This is an optimization exercise on Yosys and OpenROAD, whose aim is small area, a short achievable clock period and few clock cycles per item, not a production implementation.
At most, simulation tests tie the RTL to the original design; equivalence was not proved.

## raven
==> flow/design.v <==
`timescale 1ns / 1ps
package cq_pkg;
  localparam int DEPTH  = 64;
  localparam int IDX_W  = $clog2(DEPTH);
  localparam int CAP_W  = 7;
  localparam int DATA_W = 32;
  localparam logic [CAP_W-1:0] CAP_RESET = 7'd64;
  localparam logic [1:0] CMD_ENQ  = 2'd0;
  localparam logic [1:0] CMD_DEQ  = 2'd1;
  localparam logic [1:0] CMD_DISP = 2'd2;
  localparam logic [1:0] CMD_NONE = 2'd3;
  localparam logic [1:0] ST_OK        = 2'd0;
  localparam logic [1:0] ST_OVERFLOW  = 2'd1;
  localparam logic [1:0] ST_UNDERFLOW = 2'd2;
  localparam logic [1:0] ST_EMPTY     = 2'd3;
endpackage
`timescale 1ns / 1ps
module cq_front (
  input  logic       in_push,
  input  logic       in_full,
  input  logic [1:0] in_command,
  output logic       op_enq,
  output logic       op_deq,
  output logic       op_disp
);
  logic acc;
  assign acc     = in_push && !in_full;
  assign op_enq  = acc && (in_command == cq_pkg::CMD_ENQ);
  assign op_deq  = acc && (in_command == cq_pkg::CMD_DEQ);
  assign op_disp = acc && (in_command == cq_pkg::CMD_DISP);
endmodule
`timescale 1ns / 1ps
module cq_back (
  input  logic                      clk,
  input  logic                      rst_n,
  input  logic                      cfg_we,
  input  logic [cq_pkg::CAP_W-1:0]  cfg_data,
  output logic                      in_full,
  input  logic                      op_enq,
  input  logic                      op_deq,
  input  logic                      op_disp,
  input  logic [cq_pkg::DATA_W-1:0] op_value,
  input  logic                      res_full,
  input  logic                      res_full_nxt,
  output logic                      res_push,
  output logic [1:0]                res_status,
  output logic [cq_pkg::DATA_W-1:0] res_data,
  output logic                      res_last
);
  localparam int D  = cq_pkg::DEPTH;
  localparam int CW = cq_pkg::CAP_W;
  localparam int DW = cq_pkg::DATA_W;
  logic [DW-1:0] mem [D];
  logic [CW-1:0] cap_r, eff_cap;
  logic [CW-1:0] cnt_r, cnt_nxt;
  logic [D-1:0]  sel_r;           
  logic [D-1:0]  top;             
  logic          empty_r, full_r;
  logic          dump_r, dump_nxt;
  logic          full_in_r;
  logic          enq_fire, deq_fire, dump_step, rd_en, idx0;
  logic          full_up, full_dn, empty_dn;
  logic [DW-1:0] rd_data;
  always_comb begin
    if (cap_r == '0) begin
      eff_cap = CW'(1);
    end else if (cap_r > CW'(D)) begin
      eff_cap = CW'(D);
    end else begin
      eff_cap = cap_r;
    end
  end
  assign in_full   = full_in_r;
  assign enq_fire  = op_enq && !full_r;
  assign deq_fire  = op_deq && !empty_r;
  assign dump_step = (op_disp && !empty_r) || (dump_r && !res_full);
  assign idx0      = sel_r[0];
  assign rd_en     = dump_r || ((op_deq || op_disp) && !empty_r);
  assign res_push = op_enq || op_deq || op_disp || (dump_r && !res_full);
  always_comb begin
    res_status = cq_pkg::ST_OK;
    if (op_enq && full_r)        res_status = cq_pkg::ST_OVERFLOW;
    else if (op_deq && empty_r)  res_status = cq_pkg::ST_UNDERFLOW;
    else if (op_disp && empty_r) res_status = cq_pkg::ST_EMPTY;
  end
  assign res_last = !(dump_r || (op_disp && !empty_r)) || idx0;
  always_comb begin
    rd_data = '0;
    for (int i = 0; i < D; i++) begin
      rd_data = rd_data | ({DW{sel_r[i]}} & mem[i]);
    end
  end
  assign res_data = rd_en ? rd_data : '0;
  always_comb begin
    for (int i = 0; i < D; i++) begin
      top[i] = (cnt_r == CW'(i + 1));
    end
  end
  always_comb begin
    cnt_nxt = cnt_r;
    if (enq_fire) cnt_nxt = cnt_r + CW'(1);
    else if (deq_fire) cnt_nxt = cnt_r - CW'(1);
  end
  assign full_up  = ({1'b0, cnt_r} + 8'd1 >= {1'b0, eff_cap});
  assign full_dn  = ({1'b0, cnt_r} >= {1'b0, eff_cap} + 8'd1);
  assign empty_dn = (cnt_r == CW'(1));
  assign dump_nxt = dump_step ? !idx0 : dump_r;
  always_ff @(posedge clk) begin
    if (!rst_n) begin
      cap_r     <= cq_pkg::CAP_RESET;
      cnt_r     <= '0;
      sel_r     <= '0;
      empty_r   <= 1'b1;
      full_r    <= 1'b0;
      dump_r    <= 1'b0;
      full_in_r <= 1'b0;
    end else begin
      if (cfg_we) begin
        cap_r <= cfg_data;
      end
      cnt_r     <= cnt_nxt;
      if (enq_fire) begin
        empty_r <= 1'b0;
        full_r  <= full_up;
      end else if (deq_fire) begin
        empty_r <= empty_dn;
        full_r  <= full_dn;
      end
      dump_r    <= dump_nxt;
      full_in_r <= dump_nxt || res_full_nxt;
      if (enq_fire) begin
        sel_r <= {sel_r[D-2:0], empty_r};
      end else if (deq_fire) begin
        sel_r <= sel_r >> 1;
      end else if (dump_step) begin
        sel_r <= idx0 ? top : (sel_r >> 1);
      end
    end
  end
  always_ff @(posedge clk) begin
    if (enq_fire) begin
      mem[0] <= op_value;
      for (int i = 1; i < D; i++) begin
        mem[i] <= mem[i-1];
      end
    end
  end
endmodule
`timescale 1ns / 1ps
module cq_resq (
  input  logic                      clk,
  input  logic                      rst_n,
  input  logic                      res_push,
  input  logic [1:0]                res_status,
  input  logic [cq_pkg::DATA_W-1:0] res_data,
  input  logic                      res_last,
  output logic                      res_full,
  output logic                      res_full_nxt,
  output logic                      out_empty,
  input  logic                      out_pop,
  output logic [1:0]                out_status,
  output logic [cq_pkg::DATA_W-1:0] out_data,
  output logic                      out_last
);
  logic                      e0_r, v1_r;
  logic [1:0]                st0_r, st1_r;
  logic [cq_pkg::DATA_W-1:0] d0_r, d1_r;
  logic                      l0_r, l1_r;
  logic                      ld0;
  assign res_full   = v1_r;
  assign out_empty  = e0_r;
  assign out_status = st0_r;
  assign out_data   = d0_r;
  assign out_last   = l0_r;
  assign ld0          = e0_r || out_pop;
  assign res_full_nxt = !e0_r && !out_pop && (v1_r || res_push);
  always_ff @(posedge clk) begin
    if (!rst_n) begin
      e0_r <= 1'b1;
      v1_r <= 1'b0;
    end else begin
      e0_r <= !(v1_r || res_push || (!e0_r && !out_pop));
      v1_r <= res_full_nxt;
    end
  end
  always_ff @(posedge clk) begin
    if (ld0) begin
      st0_r <= v1_r ? st1_r : res_status;
      d0_r  <= v1_r ? d1_r  : res_data;
      l0_r  <= v1_r ? l1_r  : res_last;
    end
    if (!v1_r) begin
      st1_r <= res_status;
      d1_r  <= res_data;
      l1_r  <= res_last;
    end
  end
endmodule
`timescale 1ns / 1ps
module circular_queue_with_dump (
  input  logic                            clk,
  input  logic                            rst_n,
  input  logic                            cfg_we,
  input  logic [cq_pkg::CAP_W-1:0]        cfg_data,
  input  logic                            in_push,
  output logic                            in_full,
  input  logic [1:0]                      in_command,
  input  logic signed [cq_pkg::DATA_W-1:0] in_value,
  output logic                            out_empty,
  input  logic                            out_pop,
  output logic [1:0]                      out_status,
  output logic signed [cq_pkg::DATA_W-1:0] out_data,
  output logic                            out_last
);
  logic                      op_enq, op_deq, op_disp;
  logic                      res_full, res_full_nxt, res_push, res_last;
  logic [1:0]                res_status;
  logic [cq_pkg::DATA_W-1:0] res_data;
  cq_front u_front (
    .in_push    (in_push),
    .in_full    (in_full),
    .in_command (in_command),
    .op_enq     (op_enq),
    .op_deq     (op_deq),
    .op_disp    (op_disp)
  );
  cq_back u_back (
    .clk          (clk),
    .rst_n        (rst_n),
    .cfg_we       (cfg_we),
    .cfg_data     (cfg_data),
    .in_full      (in_full),
    .op_enq       (op_enq),
    .op_deq       (op_deq),
    .op_disp      (op_disp),
    .op_value     (in_value),
    .res_full     (res_full),
    .res_full_nxt (res_full_nxt),
    .res_push     (res_push),
    .res_status   (res_status),
    .res_data     (res_data),
    .res_last     (res_last)
  );
  cq_resq u_resq (
    .clk          (clk),
    .rst_n        (rst_n),
    .res_push     (res_push),
    .res_status   (res_status),
    .res_data     (res_data),
    .res_last     (res_last),
    .res_full     (res_full),
    .res_full_nxt (res_full_nxt),
    .out_empty    (out_empty),
    .out_pop      (out_pop),
    .out_status   (out_status),
    .out_data     (out_data),
    .out_last     (out_last)
  );
endmodule
Settings: LEC_CHECK=0, CAP_MARGIN=20, CORE_MARGIN=2, CORE_UTILIZATION=40, SETUP_SLACK_MARGIN=3.3, SLEW_MARGIN=20; clock period 6.0 ns.
run.sh (not shown) runs the stock make flow with config.mk's settings and CLKGATE_MAP_FILE= SYNTH_SCRIPT=/design/flow/synth_recipe.tcl, a recipe that flattens the netlist after the stock synthesis.
Testbench counts of raven, summed over its fixed seeds: cycles 15,130, items 12,000.
The following lists how ember was set up differently from raven:
--- a/flow/design.v
+++ b/flow/design.v
@@ -59,7 +59,6 @@
   logic          dump_r, dump_nxt;
   logic          full_in_r;
   logic          enq_fire, deq_fire, dump_step, rd_en, idx0;
-  logic          full_up, full_dn, empty_dn;
   logic [DW-1:0] rd_data;
   always_comb begin
     if (cap_r == '0) begin
@@ -101,9 +100,6 @@
     if (enq_fire) cnt_nxt = cnt_r + CW'(1);
     else if (deq_fire) cnt_nxt = cnt_r - CW'(1);
   end
-  assign full_up  = ({1'b0, cnt_r} + 8'd1 >= {1'b0, eff_cap});
-  assign full_dn  = ({1'b0, cnt_r} >= {1'b0, eff_cap} + 8'd1);
-  assign empty_dn = (cnt_r == CW'(1));
   assign dump_nxt = dump_step ? !idx0 : dump_r;
   always_ff @(posedge clk) begin
     if (!rst_n) begin
@@ -119,13 +115,8 @@
         cap_r <= cfg_data;
       end
       cnt_r     <= cnt_nxt;
-      if (enq_fire) begin
-        empty_r <= 1'b0;
-        full_r  <= full_up;
-      end else if (deq_fire) begin
-        empty_r <= empty_dn;
-        full_r  <= full_dn;
-      end
+      empty_r   <= (cnt_nxt == '0);
+      full_r    <= (cnt_nxt >= eff_cap);
       dump_r    <= dump_nxt;
       full_in_r <= dump_nxt || res_full_nxt;
       if (enq_fire) begin
## What came out
On cell count after synthesis, raven and ember are neck and neck.
Well tap count: ember vs raven down 16
For the wire length, ember came in 3200 um higher than raven did.
As far as combined flip-flop and latch cell area is concerned, raven and ember perform about the same.
Diff raven..ember | fraction of the mapped netlist area in adder cells | negligible
No functional check of the RTL was part of ember.

[port drivers added, routing unchanged]
In the flow no input, the clock included, has a driving cell. The finished layouts below were timed again as built, in two steps.
Step 1, drivers: a clkbuf_16 drives clk and a buf_2 each remaining input, both assumed.
Step 2 also shifts input and output timing later by t, the mid clock arrival at the registers, as if the neighbouring blocks saw the same clock.
a / b / c = ideal / step 1 / step 2; a / b = the first two.
| run | shift t [ns] | slack for setup (ns) | worst setup path after step 2 | worst data-port slew with drivers (ns) |
|---|---|---|---|---|
| raven | 0.909 | 3.260 / 3.176 / 2.513 | input to register | 0.05 |
| ember | 0.929 | 3.214 / 3.130 / 2.389 | input to register | 0.06 |
After both steps every run listed still meets setup and hold. For ember, which loses most, drivers alone change the setup slack by -0.084 ns; drivers and shift together by -0.825 ns.
